Context: an optimization exercise on an open-source flow, tuned for small area and a short achievable clock period. The choices shown serve that exercise and are no tape-out recipe. The RTL was checked by simulation tests, not by an equivalence proof against the original design. No activity file was given, so power comes from the tool's default toggle rates.

## job 635
==> module tile_writeback, before the edit <==
module tile_writeback #(
  parameter int TILE_SIZE   = 16,
  parameter int DATA_WIDTH  = 32,
  parameter int FRAC_BITS   = 16,
  parameter int COORD_WIDTH = 16
) (
  input  logic                   clk,
  input  logic                   rst,
  input  logic                   in_valid,
  output logic                   in_ready,
  input  logic [DATA_WIDTH-1:0]  in_data,
  input  logic                   in_last,
  input  logic [COORD_WIDTH-1:0] tile_x,
  input  logic [COORD_WIDTH-1:0] tile_y,
  output logic                   out_valid,
  input  logic                   out_ready,
  output logic [7:0]             out_pixel,
  output logic [COORD_WIDTH-1:0] out_x,
  output logic [COORD_WIDTH-1:0] out_y,
  output logic                   out_last,
  output logic                   short_tile
);
  localparam int R = 16;    
  localparam int L = 16;    
  typedef enum logic [1:0] {
    BANK_EMPTY    = 2'd0,
    BANK_FILLING  = 2'd1,
    BANK_FULL     = 2'd2,
    BANK_DRAINING = 2'd3
  } bank_state_e;
  bank_state_e            bank_st_q  [2];
  logic [7:0]             bank_li_q  [2];    
  logic [3:0]             bank_al_q  [2];    
  logic [3:0]             bank_rp_q  [2];    
  logic [COORD_WIDTH-1:0] bank_x_q   [2];
  logic [COORD_WIDTH-1:0] bank_y_q   [2];
  logic       wp_q;
  logic [7:0] wr_idx_q;
  logic       short_q;
  logic       in_ready_q;
  logic             rp_q;
  logic             lb_q;         
  logic [7:0]       lx_q;         
  logic             out_valid_q;
  logic [7:0]       out_pixel_q;
  logic [COORD_WIDTH-1:0] out_x_q;
  logic [COORD_WIDTH-1:0] out_y_q;
  logic             out_last_q;
  logic [2*R-1:0]   sel;          
  logic       w_neg;
  logic       w_sat;
  logic [7:0] w_qpix;
  assign w_neg  = in_data[DATA_WIDTH-1];
  assign w_sat  = |in_data[DATA_WIDTH-2:FRAC_BITS];
  assign w_qpix = w_neg ? 8'h00 : (w_sat ? 8'hFF : in_data[FRAC_BITS-1 -: 8]);
  logic w_accept;
  logic w_close;
  assign in_ready = in_ready_q;
  assign w_accept = in_valid && in_ready_q;
  assign w_close  = w_accept && (in_last || (wr_idx_q == 8'hFF));
  logic       s_adv;
  logic       s_sok;
  logic       w_ld;
  logic       w_free;
  logic       s_ld_bank;
  logic [7:0] s_ld_idx;
  logic       s_ld_last;
  logic [7:0] s_ld_pix;
  assign s_adv     = out_valid_q && !out_last_q;
  assign s_sok     = (bank_st_q[lb_q] == BANK_FULL);
  assign w_ld      = s_adv ? out_ready : (s_sok && (!out_valid_q || out_ready));
  assign w_free    = out_valid_q && out_last_q && out_ready;
  assign s_ld_bank = lb_q;
  assign s_ld_idx  = lx_q;
  assign sel       = (2*R)'(1) << {lb_q, lx_q[7:4]};
  assign s_ld_last = (s_ld_idx == bank_li_q[s_ld_bank]);
  logic [7:0] head [2][R];
  for (genvar b = 0; b < 2; b++) begin : g_bank
    for (genvar r = 0; r < R; r++) begin : g_row
      logic [7:0] p [L];
      logic       wsel;    
      logic       asel;    
      logic       en;
      assign wsel = in_ready_q && (wp_q == b) && (wr_idx_q[7:4] == r);
      assign asel = (bank_al_q[b] != 4'hF) && (bank_li_q[b][7:4] == r);
      assign en   = (in_valid && wsel) || (w_ld && sel[b*R+r]) || asel;
      always_ff @(posedge clk) begin
        if (en) begin
          for (int j = 0; j < L-1; j++) p[j] <= p[j+1];
          p[L-1] <= w_qpix;
        end
      end
      if (r == 0) begin : g_r0
        assign head[b][r] = p[bank_rp_q[b]];
      end else begin : g_rn
        assign head[b][r] = p[0];
      end
    end
  end
  always_comb begin
    s_ld_pix = 8'h00;
    for (int i = 0; i < 2*R; i++) begin
      s_ld_pix = s_ld_pix | ({8{sel[i]}} & head[i/R][i%R]);
    end
  end
  bank_state_e st_n [2];
  logic        wp_n;
  always_comb begin
    st_n[0] = bank_st_q[0];
    st_n[1] = bank_st_q[1];
    if (w_accept) begin
      if (w_close)                            st_n[wp_q] = BANK_FULL;
      else if (bank_st_q[wp_q] == BANK_EMPTY) st_n[wp_q] = BANK_FILLING;
    end
    if (w_free) st_n[rp_q]      = BANK_EMPTY;
    if (w_ld)   st_n[s_ld_bank] = BANK_DRAINING;
    wp_n = w_close ? ~wp_q : wp_q;
  end
  always_ff @(posedge clk) begin
    if (rst) begin
      bank_st_q[0]  <= BANK_EMPTY;
      bank_st_q[1]  <= BANK_EMPTY;
      bank_li_q[0]  <= '0;
      bank_li_q[1]  <= '0;
      bank_al_q[0]  <= 4'hF;
      bank_al_q[1]  <= 4'hF;
      bank_rp_q[0]  <= '0;
      bank_rp_q[1]  <= '0;
      bank_x_q[0]   <= '0;
      bank_x_q[1]   <= '0;
      bank_y_q[0]   <= '0;
      bank_y_q[1]   <= '0;
      wp_q          <= 1'b0;
      wr_idx_q      <= '0;
      short_q       <= 1'b0;
      in_ready_q    <= 1'b1;
      rp_q          <= 1'b0;
      lb_q          <= 1'b0;
      lx_q          <= '0;
      out_valid_q   <= 1'b0;
      out_pixel_q   <= 8'h00;
      out_x_q       <= '0;
      out_y_q       <= '0;
      out_last_q    <= 1'b0;
    end else begin
      bank_st_q[0] <= st_n[0];
      bank_st_q[1] <= st_n[1];
      wp_q         <= wp_n;
      in_ready_q   <= ~st_n[wp_n][1];
      for (int b = 0; b < 2; b++) begin
        if (bank_al_q[b] != 4'hF) bank_al_q[b] <= bank_al_q[b] + 1'b1;
      end
      if (w_accept) begin
        if (bank_st_q[wp_q] == BANK_EMPTY) begin
          bank_x_q[wp_q]  <= tile_x;
          bank_y_q[wp_q]  <= tile_y;
        end
        if (w_close) begin
          bank_li_q[wp_q]  <= wr_idx_q;
          bank_al_q[wp_q]  <= (wr_idx_q[7:4] == 4'd0) ? 4'hF : wr_idx_q[3:0];
          bank_rp_q[wp_q]  <= (wr_idx_q[7:4] == 4'd0) ? ~wr_idx_q[3:0] : 4'd0;
          wr_idx_q         <= '0;
          if (in_last && (wr_idx_q != 8'hFF)) short_q <= 1'b1;
        end else begin
          wr_idx_q <= wr_idx_q + 1'b1;
        end
      end
      if (w_free) rp_q <= ~rp_q;
      if (w_ld) begin
        lb_q        <= s_ld_last ? ~lb_q : lb_q;
        lx_q        <= s_ld_last ? 8'd0 : lx_q + 1'b1;
        out_valid_q <= 1'b1;
        out_pixel_q <= s_ld_pix;
        out_x_q     <= bank_x_q[s_ld_bank] + COORD_WIDTH'(s_ld_idx[3:0]);
        out_y_q     <= bank_y_q[s_ld_bank] + COORD_WIDTH'(s_ld_idx[7:4]);
        out_last_q  <= s_ld_last;
      end else if (w_free) begin
        lb_q        <= ~rp_q;
        lx_q        <= 8'd0;
        out_valid_q <= 1'b0;
        out_last_q  <= 1'b0;
      end
    end
  end
  assign out_valid  = out_valid_q;
  assign out_pixel  = out_pixel_q;
  assign out_x      = out_x_q;
  assign out_y      = out_y_q;
  assign out_last   = out_last_q;
  assign short_tile = short_q;
endmodule
clock: 8.0 ns
lec_check: 0
cap_margin: 20
core_margin: 2
core_utilization: 65
place_density: 0.72
setup_slack_margin: 4.6
slew_margin: 20
standard.sh (not shown) runs the stock make flow with config.mk's settings and CLKGATE_MAP_FILE= SYNTH_SCRIPT=/design/flow/synth_recipe.tcl, a recipe that flattens the netlist after the stock synthesis.
==> flow/flow/run.sh <==
#!/bin/bash
# Standard ORFS layout, with the port buffers made from sky130_fd_sc_hd__buf_4
# instead of the delay-cell buffer buffer_ports picks by default.
set -euo pipefail
export BUFFER_PORTS_ARGS="-buffer_cell sky130_fd_sc_hd__buf_4"
bash standard.sh finish > standard_flow.log 2>&1
Job 635 ended with every stage complete and zero timing, DRC or antenna violations.
diff inputs: job 635 => job 7330
--- a/flow/design.v
+++ b/flow/design.v
@@ -40,14 +40,13 @@
   logic       short_q;
   logic       in_ready_q;
   logic             rp_q;
-  logic             lb_q;         
-  logic [7:0]       lx_q;         
+  logic [7:0]       nidx_q;       
   logic             out_valid_q;
   logic [7:0]       out_pixel_q;
   logic [COORD_WIDTH-1:0] out_x_q;
   logic [COORD_WIDTH-1:0] out_y_q;
   logic             out_last_q;
-  logic [2*R-1:0]   sel;          
+  logic [2*R-1:0]   sel_q;        
   logic       w_neg;
   logic       w_sat;
   logic [7:0] w_qpix;
@@ -60,6 +59,7 @@
   assign w_accept = in_valid && in_ready_q;
   assign w_close  = w_accept && (in_last || (wr_idx_q == 8'hFF));
   logic       s_adv;
+  logic       s_sbank;
   logic       s_sok;
   logic       w_ld;
   logic       w_free;
@@ -68,12 +68,12 @@
   logic       s_ld_last;
   logic [7:0] s_ld_pix;
   assign s_adv     = out_valid_q && !out_last_q;
-  assign s_sok     = (bank_st_q[lb_q] == BANK_FULL);
+  assign s_sbank   = out_valid_q ? ~rp_q : rp_q;
+  assign s_sok     = (bank_st_q[s_sbank] == BANK_FULL);
   assign w_ld      = s_adv ? out_ready : (s_sok && (!out_valid_q || out_ready));
   assign w_free    = out_valid_q && out_last_q && out_ready;
-  assign s_ld_bank = lb_q;
-  assign s_ld_idx  = lx_q;
-  assign sel       = (2*R)'(1) << {lb_q, lx_q[7:4]};
+  assign s_ld_bank = s_adv ? rp_q : s_sbank;
+  assign s_ld_idx  = s_adv ? nidx_q : 8'd0;
   assign s_ld_last = (s_ld_idx == bank_li_q[s_ld_bank]);
   logic [7:0] head [2][R];
   for (genvar b = 0; b < 2; b++) begin : g_bank
@@ -84,7 +84,7 @@
       logic       en;
       assign wsel = in_ready_q && (wp_q == b) && (wr_idx_q[7:4] == r);
       assign asel = (bank_al_q[b] != 4'hF) && (bank_li_q[b][7:4] == r);
-      assign en   = (in_valid && wsel) || (w_ld && sel[b*R+r]) || asel;
+      assign en   = (in_valid && wsel) || (w_ld && sel_q[b*R+r]) || asel;
       always_ff @(posedge clk) begin
         if (en) begin
           for (int j = 0; j < L-1; j++) p[j] <= p[j+1];
@@ -101,9 +101,17 @@
   always_comb begin
     s_ld_pix = 8'h00;
     for (int i = 0; i < 2*R; i++) begin
-      s_ld_pix = s_ld_pix | ({8{sel[i]}} & head[i/R][i%R]);
-    end
-  end
+      s_ld_pix = s_ld_pix | ({8{sel_q[i]}} & head[i/R][i%R]);
+    end
+  end
+  logic [2*R-1:0] w_sel_adv;
+  logic [2*R-1:0] w_sel_nb;
+  logic [2*R-1:0] w_sel_free;
+  logic [7:0]     w_ld_nidx;
+  assign w_ld_nidx  = s_ld_idx + 1'b1;
+  assign w_sel_adv  = (2*R)'(1) << {s_ld_bank, w_ld_nidx[7:4]};
+  assign w_sel_nb   = (2*R)'(1) << {~s_ld_bank, 4'd0};
+  assign w_sel_free = (2*R)'(1) << {~rp_q, 4'd0};
   bank_state_e st_n [2];
   logic        wp_n;
   always_comb begin
@@ -127,6 +135,7 @@
       bank_al_q[1]  <= 4'hF;
       bank_rp_q[0]  <= '0;
       bank_rp_q[1]  <= '0;
+      sel_q         <= (2*R)'(1);
       bank_x_q[0]   <= '0;
       bank_x_q[1]   <= '0;
       bank_y_q[0]   <= '0;
@@ -136,8 +145,7 @@
       short_q       <= 1'b0;
       in_ready_q    <= 1'b1;
       rp_q          <= 1'b0;
-      lb_q          <= 1'b0;
-      lx_q          <= '0;
+      nidx_q        <= '0;
       out_valid_q   <= 1'b0;
       out_pixel_q   <= 8'h00;
       out_x_q       <= '0;
@@ -168,16 +176,15 @@
       end
       if (w_free) rp_q <= ~rp_q;
       if (w_ld) begin
-        lb_q        <= s_ld_last ? ~lb_q : lb_q;
-        lx_q        <= s_ld_last ? 8'd0 : lx_q + 1'b1;
+        nidx_q      <= w_ld_nidx;
+        sel_q       <= s_ld_last ? w_sel_nb : w_sel_adv;
         out_valid_q <= 1'b1;
         out_pixel_q <= s_ld_pix;
         out_x_q     <= bank_x_q[s_ld_bank] + COORD_WIDTH'(s_ld_idx[3:0]);
         out_y_q     <= bank_y_q[s_ld_bank] + COORD_WIDTH'(s_ld_idx[7:4]);
         out_last_q  <= s_ld_last;
       end else if (w_free) begin
-        lb_q        <= ~rp_q;
-        lx_q        <= 8'd0;
+        sel_q       <= w_sel_free;
         out_valid_q <= 1'b0;
         out_last_q  <= 1'b0;
       end
## What came out
Job 7330 ran to completion and came out clean on the timing, DRC and antenna checks. Routability-driven placement congestion ratio: job 7330 vs job 635 down 3.9%. For job 635, the type of the worst setup path was register to register, unlike job 7330, where it was input port to register. Number of buffers inserted during clock tree synthesis (higher): job 7330. Diff job 635 -> job 7330: detailed-route vias per instance increased about 1.6%, highest clock rate decreased 2.1%, total area of multi-input combinational cells increased about 0.35%, combinational share of power decreased 0.6 points. Synthesized area: job 7330 > job 635. Job 7330 has count of buffers added by post-CTS timing repair for setup above what job 635 had. Of the two values seen for launching element of the worst setup path, in_valid was produced by job 7330 and lx_q[6] by job 635. Compared to job 635, job 7330 shows a narrower setup margin. The lower number of instances resized during post-cts repair of job 7330 and job 635 is in job 7330. The required time of the critical path of job 7330 is lower than that of job 635. | mean instance size in the synthesized netlist | job 7330 vs job 635 | ≈ equal |.

port drivers added, routing unchanged:
The flow's constraints put no driver on any port. The routed layouts listed below were extracted and timed again, unchanged, in two steps.
Step 1 assumes that a clkbuf_16 drives the clock port and a buf_2 every other input.
Step 2, shift: input delay + t, output delay - t, t = (earliest + latest rising clock arrival at the registers) / 2. This alone moves slack from input paths to output paths.
Slacks: ideal / step 1 / step 2; pairs: ideal / step 1.
run	t (ns)	setup WS [ns]	worst setup path at the end
job 635	1.056	4.598 / 4.598 / 3.588	input to register
job 7330	1.043	4.526 / 4.554 / 3.510	input to register
After both steps every run listed still meets setup and hold. The setup slack of job 7330, which loses most, moves by +0.028 ns with the drivers and by -1.016 ns with both steps.
